What follows belongs to an exercise in optimizing a design on an open flow for small area; a production flow would make more cautious choices.
Where RTL was checked, it was by simulation tests only, not by an equivalence proof against the original.
Power and IR drop assume default switching activity.

==> inputs of 05-19 <==
## dtw_ctrl
module dtw_ctrl (
    input  logic               clk,
    input  logic               nrst,
    input  logic               i_valid,
    input  logic               i_bt_end,
    input  dtw_pkg::sample_t   i_r,
    input  dtw_pkg::sample_t   i_t,
    output logic               o_ready,
    output logic               o_dc_ena,
    output logic               o_bt_ena,
    output dtw_pkg::mem_addr_t o_addr,
    output logic               o_wr,
    output dtw_pkg::sample_t   o_r,
    output dtw_pkg::sample_t   o_t,
    output dtw_pkg::src_t      o_tsrc,
    output dtw_pkg::src_t      o_rsrc,
    output dtw_pkg::sel_t      o_sel0,
    output dtw_pkg::sel_t      o_sel1,
    output dtw_pkg::sel_t      o_sel2
);
==> module dtw_ref_window, before the edit <==
module dtw_ref_window (
    input  logic             clk,
    input  logic             nrst,
    input  dtw_pkg::step_t   i_step,
    input  dtw_pkg::sample_t i_r,
    output dtw_pkg::sample_t o_r
);
    localparam int NSLOT = 7;
    dtw_pkg::sample_t win0;
    dtw_pkg::sample_t slot [NSLOT];
    logic [NSLOT-1:0] wr_en;    
    logic [NSLOT-1:0] rd_slot;  
    logic             rd_win0;
    always_ff @(posedge clk) begin
        win0 <= i_r;
    end
    always_comb begin
        wr_en = '0;
        if ((i_step >= 6'd2 && i_step <= 6'd19) || (i_step >= 6'd34 && i_step <= 6'd40)) begin
            wr_en[i_step % NSLOT] = 1'b1;
        end
    end
    always_ff @(posedge clk) begin
        for (int j = 0; j < NSLOT; j++) begin
            if (wr_en[j]) slot[j] <= win0;
        end
    end
    always_comb begin
        rd_win0 = 1'b0;
        rd_slot = '0;
        case (i_step)
            6'd0, 6'd1:   rd_win0    = 1'b1;
            6'd11, 6'd23: rd_slot[0] = 1'b1;
            6'd12, 6'd26: rd_slot[1] = 1'b1;
            6'd3, 6'd14, 6'd29: rd_slot[2] = 1'b1;
            6'd4, 6'd15, 6'd31: rd_slot[3] = 1'b1;
            6'd6, 6'd17, 6'd34: rd_slot[4] = 1'b1;
            6'd7, 6'd19, 6'd37: rd_slot[5] = 1'b1;
            6'd9, 6'd21:  rd_slot[6] = 1'b1;
            default: ;
        endcase
    end
    dtw_pkg::sample_t pick;
    always_comb begin
        pick = rd_win0 ? win0 : '0;
        for (int j = 0; j < NSLOT; j++) begin
            pick = pick | (rd_slot[j] ? slot[j] : '0);
        end
    end
    always_ff @(posedge clk or negedge nrst) begin
        if (!nrst) begin
            o_r <= '0;
        end else if (rd_win0 || (|rd_slot)) begin
            o_r <= pick;
        end
    end
endmodule
Settings: LEC_CHECK=0, CAP_MARGIN=20, CORE_MARGIN=2, CORE_UTILIZATION=40, CTS_BUF_LIST=sky130_fd_sc_hd__clkbuf_4, SLEW_MARGIN=20, SYNTH_MEMORY_MAX_BITS=16384; clock period 8.0 ns.
run.sh (not shown) runs the stock make flow with config.mk's settings and CLKGATE_MAP_FILE= SYNTH_SCRIPT=/design/flow/synth_recipe.tcl, a recipe that flattens the netlist after the stock synthesis.
==> inputs of 05-03, as changes to 05-19 <==
--- a/flow/design.v
+++ b/flow/design.v
@@ -231,5 +231,12 @@
         wr_en = '0;
-        if ((i_step >= 6'd2 && i_step <= 6'd19) || (i_step >= 6'd34 && i_step <= 6'd40)) begin
-            wr_en[i_step % NSLOT] = 1'b1;
-        end
+        case (i_step)
+            6'd7,  6'd14, 6'd35: wr_en[0] = 1'b1;
+            6'd8,  6'd15, 6'd36: wr_en[1] = 1'b1;
+            6'd2,  6'd9,  6'd16, 6'd37: wr_en[2] = 1'b1;
+            6'd3,  6'd10, 6'd17, 6'd38: wr_en[3] = 1'b1;
+            6'd4,  6'd11, 6'd18, 6'd39: wr_en[4] = 1'b1;
+            6'd5,  6'd12, 6'd19, 6'd40: wr_en[5] = 1'b1;
+            6'd6,  6'd13, 6'd34: wr_en[6] = 1'b1;
+            default: ;
+        endcase
     end
@@ -255,7 +262,9 @@
     end
-    dtw_pkg::sample_t pick;
+    logic             hold;
+    dtw_pkg::sample_t nxt;
+    assign hold = ~(rd_win0 | (|rd_slot));
     always_comb begin
-        pick = rd_win0 ? win0 : '0;
+        nxt = ({30{hold}} & o_r) | ({30{rd_win0}} & win0);
         for (int j = 0; j < NSLOT; j++) begin
-            pick = pick | (rd_slot[j] ? slot[j] : '0);
+            nxt = nxt | ({30{rd_slot[j]}} & slot[j]);
         end
@@ -265,4 +274,4 @@
             o_r <= '0;
-        end else if (rd_win0 || (|rd_slot)) begin
-            o_r <= pick;
+        end else begin
+            o_r <= nxt;
         end
==> flow/flow/run.sh (new file) <==
#!/bin/bash
# Standard layout, with the port buffers built from the smallest buffer cell
# (sky130_fd_sc_hd__buf_1) instead of the delay cell buffer_ports picks by default.
set -euo pipefail
bash standard.sh "BUFFER_PORTS_ARGS=-buffer_cell sky130_fd_sc_hd__buf_1" finish > standard_flow.log 2>&1
==> flow/standard.sh (new file) <==
#!/bin/bash
# synth_recipe.tcl (not shown) runs the flow's synth.tcl, then flattens the netlist and writes it again
# the make line also repeats each setting of config.mk as NAME=value (left out here)
make -C /OpenROAD-flow-scripts/flow DESIGN_CONFIG=/design/flow/config.mk WORK_HOME=/design/flow/orfs CLKGATE_MAP_FILE= SYNTH_SCRIPT=/design/flow/synth_recipe.tcl "${@:-finish}"
Settings changed: CTS_BUF_LIST sky130_fd_sc_hd__clkbuf_4 to sky130_fd_sc_hd__clkbuf_16, CTS_CLUSTER_DIAMETER set to 100, CTS_CLUSTER_SIZE set to 30.
removed: flow/run.sh
==> inputs of 08-11, as changes to 05-19 <==
--- a/flow/design.v
+++ b/flow/design.v
@@ -220,7 +220,7 @@
 );
-    localparam int NSLOT = 7;
+    localparam int NRING = 7;
     dtw_pkg::sample_t win0;
-    dtw_pkg::sample_t slot [NSLOT];
-    logic [NSLOT-1:0] wr_en;    
-    logic [NSLOT-1:0] rd_slot;  
+    dtw_pkg::sample_t ring [NRING];
+    logic             ins;
+    logic [NRING-1:0] rd_ring;   
     logic             rd_win0;
@@ -230,10 +230,13 @@
     always_comb begin
-        wr_en = '0;
-        if ((i_step >= 6'd2 && i_step <= 6'd19) || (i_step >= 6'd34 && i_step <= 6'd40)) begin
-            wr_en[i_step % NSLOT] = 1'b1;
-        end
+        case (i_step)
+            6'd2, 6'd3, 6'd4, 6'd5, 6'd6, 6'd7, 6'd8, 6'd9, 6'd10, 6'd11,
+            6'd12, 6'd13, 6'd14, 6'd15, 6'd16, 6'd17, 6'd18, 6'd19,
+            6'd34, 6'd35, 6'd36, 6'd37, 6'd38, 6'd39, 6'd40: ins = 1'b1;
+            default: ins = 1'b0;
+        endcase
     end
     always_ff @(posedge clk) begin
-        for (int j = 0; j < NSLOT; j++) begin
-            if (wr_en[j]) slot[j] <= win0;
+        ring[0] <= ins ? win0 : ring[NRING-1];
+        for (int j = 1; j < NRING; j++) begin
+            ring[j] <= ring[j-1];
         end
@@ -242,12 +245,12 @@
         rd_win0 = 1'b0;
-        rd_slot = '0;
+        rd_ring = '0;
         case (i_step)
-            6'd0, 6'd1:   rd_win0    = 1'b1;
-            6'd11, 6'd23: rd_slot[0] = 1'b1;
-            6'd12, 6'd26: rd_slot[1] = 1'b1;
-            6'd3, 6'd14, 6'd29: rd_slot[2] = 1'b1;
-            6'd4, 6'd15, 6'd31: rd_slot[3] = 1'b1;
-            6'd6, 6'd17, 6'd34: rd_slot[4] = 1'b1;
-            6'd7, 6'd19, 6'd37: rd_slot[5] = 1'b1;
-            6'd9, 6'd21:  rd_slot[6] = 1'b1;
+            6'd0, 6'd1:                 rd_win0    = 1'b1;
+            6'd3, 6'd4, 6'd21:          rd_ring[0] = 1'b1;
+            6'd6, 6'd7, 6'd23, 6'd34:   rd_ring[1] = 1'b1;
+            6'd9:                       rd_ring[2] = 1'b1;
+            6'd11, 6'd12, 6'd26, 6'd37: rd_ring[3] = 1'b1;
+            6'd14, 6'd15:               rd_ring[4] = 1'b1;
+            6'd17, 6'd29:               rd_ring[5] = 1'b1;
+            6'd19, 6'd31:               rd_ring[6] = 1'b1;
             default: ;
@@ -255,9 +258,10 @@
     end
-    dtw_pkg::sample_t pick;
-    always_comb begin
-        pick = rd_win0 ? win0 : '0;
-        for (int j = 0; j < NSLOT; j++) begin
-            pick = pick | (rd_slot[j] ? slot[j] : '0);
-        end
-    end
+    logic             hold;
+    dtw_pkg::sample_t nxt;
+    assign hold = ~(rd_win0 | (|rd_ring));
+    dtw_ref_pick u_pick (
+        .i_sel ({rd_ring, rd_win0, hold}),
+        .i_d   ({ring[6], ring[5], ring[4], ring[3], ring[2], ring[1], ring[0], win0, o_r}),
+        .o_d   (nxt)
+    );
     always_ff @(posedge clk or negedge nrst) begin
@@ -265,4 +269,16 @@
             o_r <= '0;
-        end else if (rd_win0 || (|rd_slot)) begin
-            o_r <= pick;
+        end else begin
+            o_r <= nxt;
+        end
+    end
+endmodule
+module dtw_ref_pick (
+    input  logic [8:0]                     i_sel,
+    input  logic [9*30-1:0]     i_d,
+    output logic [30-1:0]       o_d
+);
+    always_comb begin
+        o_d = '0;
+        for (int j = 0; j < 9; j++) begin
+            o_d = o_d | ({30{i_sel[j]}} & i_d[j*30 +: 30]);
         end
==> flow/flow/run.sh (new file) <==
#!/bin/bash
# The standard layout with two changes:
#  - synthesis maps logic with an area-oriented ABC script (flow/abc_area.script,
#    used through ABC_AREA=1 from a copy of the ORFS scripts folder); the rest of
#    the synthesis (synth_recipe.tcl, registers, flatten, renames) is unchanged;
#  - the port buffers use the smallest buffer cell (sky130_fd_sc_hd__buf_1).
set -euo pipefail
W=$PWD
rm -rf "$W/scripts_abc"
cp -r "$FLOW_HOME/scripts" "$W/scripts_abc"
cp "$W/flow/abc_area.script" "$W/scripts_abc/abc_area.script"
bash standard.sh "SCRIPTS_DIR=$W/scripts_abc" ABC_AREA=1 synth > standard_synth.log 2>&1
bash standard.sh "BUFFER_PORTS_ARGS=-buffer_cell sky130_fd_sc_hd__buf_1" finish > standard_layout.log 2>&1
==> flow/flow/abc_area.script (new file) <==
&get -n
&st
&syn2
&dch -f
&nf -R 1000
&put
topo
==> flow/standard.sh (new file) <==
#!/bin/bash
# synth_recipe.tcl (not shown) runs the flow's synth.tcl, then flattens the netlist and writes it again
# the make line also repeats each setting of config.mk as NAME=value (left out here)
make -C /OpenROAD-flow-scripts/flow DESIGN_CONFIG=/design/flow/config.mk WORK_HOME=/design/flow/orfs CLKGATE_MAP_FILE= SYNTH_SCRIPT=/design/flow/synth_recipe.tcl "${@:-finish}"
Settings changed: CAP_MARGIN 20 to 0, CORE_UTILIZATION 40 to 65, CTS_BUF_LIST sky130_fd_sc_hd__clkbuf_4 to sky130_fd_sc_hd__clkbuf_16, CTS_CLUSTER_DIAMETER set to 80, CTS_CLUSTER_SIZE set to 25, SLEW_MARGIN 20 to 0.
removed: flow/run.sh
==> inputs of 05-28, as changes to 05-19 <==
--- a/flow/design.v
+++ b/flow/design.v
@@ -220,7 +220,7 @@
 );
-    localparam int NSLOT = 7;
+    localparam int NRING = 7;
     dtw_pkg::sample_t win0;
-    dtw_pkg::sample_t slot [NSLOT];
-    logic [NSLOT-1:0] wr_en;    
-    logic [NSLOT-1:0] rd_slot;  
+    dtw_pkg::sample_t ring [NRING];
+    logic             ins;
+    logic [NRING-1:0] rd_ring;   
     logic             rd_win0;
@@ -230,10 +230,13 @@
     always_comb begin
-        wr_en = '0;
-        if ((i_step >= 6'd2 && i_step <= 6'd19) || (i_step >= 6'd34 && i_step <= 6'd40)) begin
-            wr_en[i_step % NSLOT] = 1'b1;
-        end
+        case (i_step)
+            6'd2, 6'd3, 6'd4, 6'd5, 6'd6, 6'd7, 6'd8, 6'd9, 6'd10, 6'd11,
+            6'd12, 6'd13, 6'd14, 6'd15, 6'd16, 6'd17, 6'd18, 6'd19,
+            6'd34, 6'd35, 6'd36, 6'd37, 6'd38, 6'd39, 6'd40: ins = 1'b1;
+            default: ins = 1'b0;
+        endcase
     end
     always_ff @(posedge clk) begin
-        for (int j = 0; j < NSLOT; j++) begin
-            if (wr_en[j]) slot[j] <= win0;
+        ring[0] <= ins ? win0 : ring[NRING-1];
+        for (int j = 1; j < NRING; j++) begin
+            ring[j] <= ring[j-1];
         end
@@ -242,12 +245,12 @@
         rd_win0 = 1'b0;
-        rd_slot = '0;
+        rd_ring = '0;
         case (i_step)
-            6'd0, 6'd1:   rd_win0    = 1'b1;
-            6'd11, 6'd23: rd_slot[0] = 1'b1;
-            6'd12, 6'd26: rd_slot[1] = 1'b1;
-            6'd3, 6'd14, 6'd29: rd_slot[2] = 1'b1;
-            6'd4, 6'd15, 6'd31: rd_slot[3] = 1'b1;
-            6'd6, 6'd17, 6'd34: rd_slot[4] = 1'b1;
-            6'd7, 6'd19, 6'd37: rd_slot[5] = 1'b1;
-            6'd9, 6'd21:  rd_slot[6] = 1'b1;
+            6'd0, 6'd1:                 rd_win0    = 1'b1;
+            6'd3, 6'd4, 6'd21:          rd_ring[0] = 1'b1;
+            6'd6, 6'd7, 6'd23, 6'd34:   rd_ring[1] = 1'b1;
+            6'd9:                       rd_ring[2] = 1'b1;
+            6'd11, 6'd12, 6'd26, 6'd37: rd_ring[3] = 1'b1;
+            6'd14, 6'd15:               rd_ring[4] = 1'b1;
+            6'd17, 6'd29:               rd_ring[5] = 1'b1;
+            6'd19, 6'd31:               rd_ring[6] = 1'b1;
             default: ;
@@ -255,9 +258,10 @@
     end
-    dtw_pkg::sample_t pick;
-    always_comb begin
-        pick = rd_win0 ? win0 : '0;
-        for (int j = 0; j < NSLOT; j++) begin
-            pick = pick | (rd_slot[j] ? slot[j] : '0);
-        end
-    end
+    logic             hold;
+    dtw_pkg::sample_t nxt;
+    assign hold = ~(rd_win0 | (|rd_ring));
+    dtw_ref_pick u_pick (
+        .i_sel ({rd_ring, rd_win0, hold}),
+        .i_d   ({ring[6], ring[5], ring[4], ring[3], ring[2], ring[1], ring[0], win0, o_r}),
+        .o_d   (nxt)
+    );
     always_ff @(posedge clk or negedge nrst) begin
@@ -265,4 +269,16 @@
             o_r <= '0;
-        end else if (rd_win0 || (|rd_slot)) begin
-            o_r <= pick;
+        end else begin
+            o_r <= nxt;
+        end
+    end
+endmodule
+module dtw_ref_pick (
+    input  logic [8:0]                     i_sel,
+    input  logic [9*30-1:0]     i_d,
+    output logic [30-1:0]       o_d
+);
+    always_comb begin
+        o_d = '0;
+        for (int j = 0; j < 9; j++) begin
+            o_d = o_d | ({30{i_sel[j]}} & i_d[j*30 +: 30]);
         end
==> flow/flow/run.sh (new file) <==
#!/bin/bash
# The standard layout with two changes:
#  - synthesis maps logic with an area-oriented ABC script (flow/abc_area.script,
#    used through ABC_AREA=1 from a copy of the ORFS scripts folder); the rest of
#    the synthesis (synth_recipe.tcl, registers, flatten, renames) is unchanged;
#  - the port buffers use the smallest buffer cell (sky130_fd_sc_hd__buf_1).
set -euo pipefail
W=$PWD
rm -rf "$W/scripts_abc"
cp -r "$FLOW_HOME/scripts" "$W/scripts_abc"
cp "$W/flow/abc_area.script" "$W/scripts_abc/abc_area.script"
bash standard.sh "SCRIPTS_DIR=$W/scripts_abc" ABC_AREA=1 synth > standard_synth.log 2>&1
bash standard.sh "BUFFER_PORTS_ARGS=-buffer_cell sky130_fd_sc_hd__buf_1" finish > standard_layout.log 2>&1
==> flow/flow/abc_area.script (new file) <==
&get -n
&st
&syn2
&dch -f
&nf -R 1000
&put
topo
==> flow/standard.sh (new file) <==
#!/bin/bash
# synth_recipe.tcl (not shown) runs the flow's synth.tcl, then flattens the netlist and writes it again
# the make line also repeats each setting of config.mk as NAME=value (left out here)
make -C /OpenROAD-flow-scripts/flow DESIGN_CONFIG=/design/flow/config.mk WORK_HOME=/design/flow/orfs CLKGATE_MAP_FILE= SYNTH_SCRIPT=/design/flow/synth_recipe.tcl "${@:-finish}"
Settings changed: CAP_MARGIN 20 to 0, CTS_BUF_LIST sky130_fd_sc_hd__clkbuf_4 to sky130_fd_sc_hd__clkbuf_16, CTS_CLUSTER_DIAMETER set to 80, CTS_CLUSTER_SIZE set to 25, SLEW_MARGIN 20 to 0.
removed: flow/run.sh
==> summary of the runs <==
- 05-28 produced a clean layout. 08-11 completed without violations. 05-19 finished clean. 05-03 went through all stages and came out clean.
- Clock skew: 05-03 > 05-19 > 08-11 > 05-28.
- Against 05-28, the combinational power of 05-03 is higher by about 7%.
- Power: 05-19 > 05-28 > 08-11 > 05-03.
- Worst hold slack, lowest first: 05-28, 08-11, 05-03, 05-19.
- In 05-19 the synthesized cell count is higher than in 05-28, by about 28%.
- Against 05-28, the synthesized area of 05-03 is higher by 26%.
- Core utilization: 05-03 < 05-28 < 05-19 < 08-11.
- Wire length: 05-19 > 05-03 > 08-11 > 05-28.
The RTL of 05-19 was laid out without a check of its function.

==> afterwards: timing with drivers on the ports <==
Ports are ideal in the flow. The routed layouts listed here were re-timed in OpenROAD. Step 1 assumes that a clkbuf_16 drives the clock port and a buf_2 every other input. Step 2 moves the port delays by t, midway between the first and last clock arrival at a register: inputs arrive t later, outputs are due t later. That takes back most of the time a late clock gives input paths. Three values: ideal, step 1, step 2; two values: the first two.
run	t, ns	slack for setup (ns)	worst register clock-pin slew, ns
05-19	0.732	1.493 / 1.493 / 1.493	0.07 / 0.07
05-03	0.549	3.223 / 3.177 / 3.726	0.11 / 0.11
08-11	0.524	3.285 / 3.241 / 3.765	0.09 / 0.09
05-28	0.542	3.490 / 3.445 / 3.861	0.10 / 0.10
After both steps setup and hold are still met in every run listed.
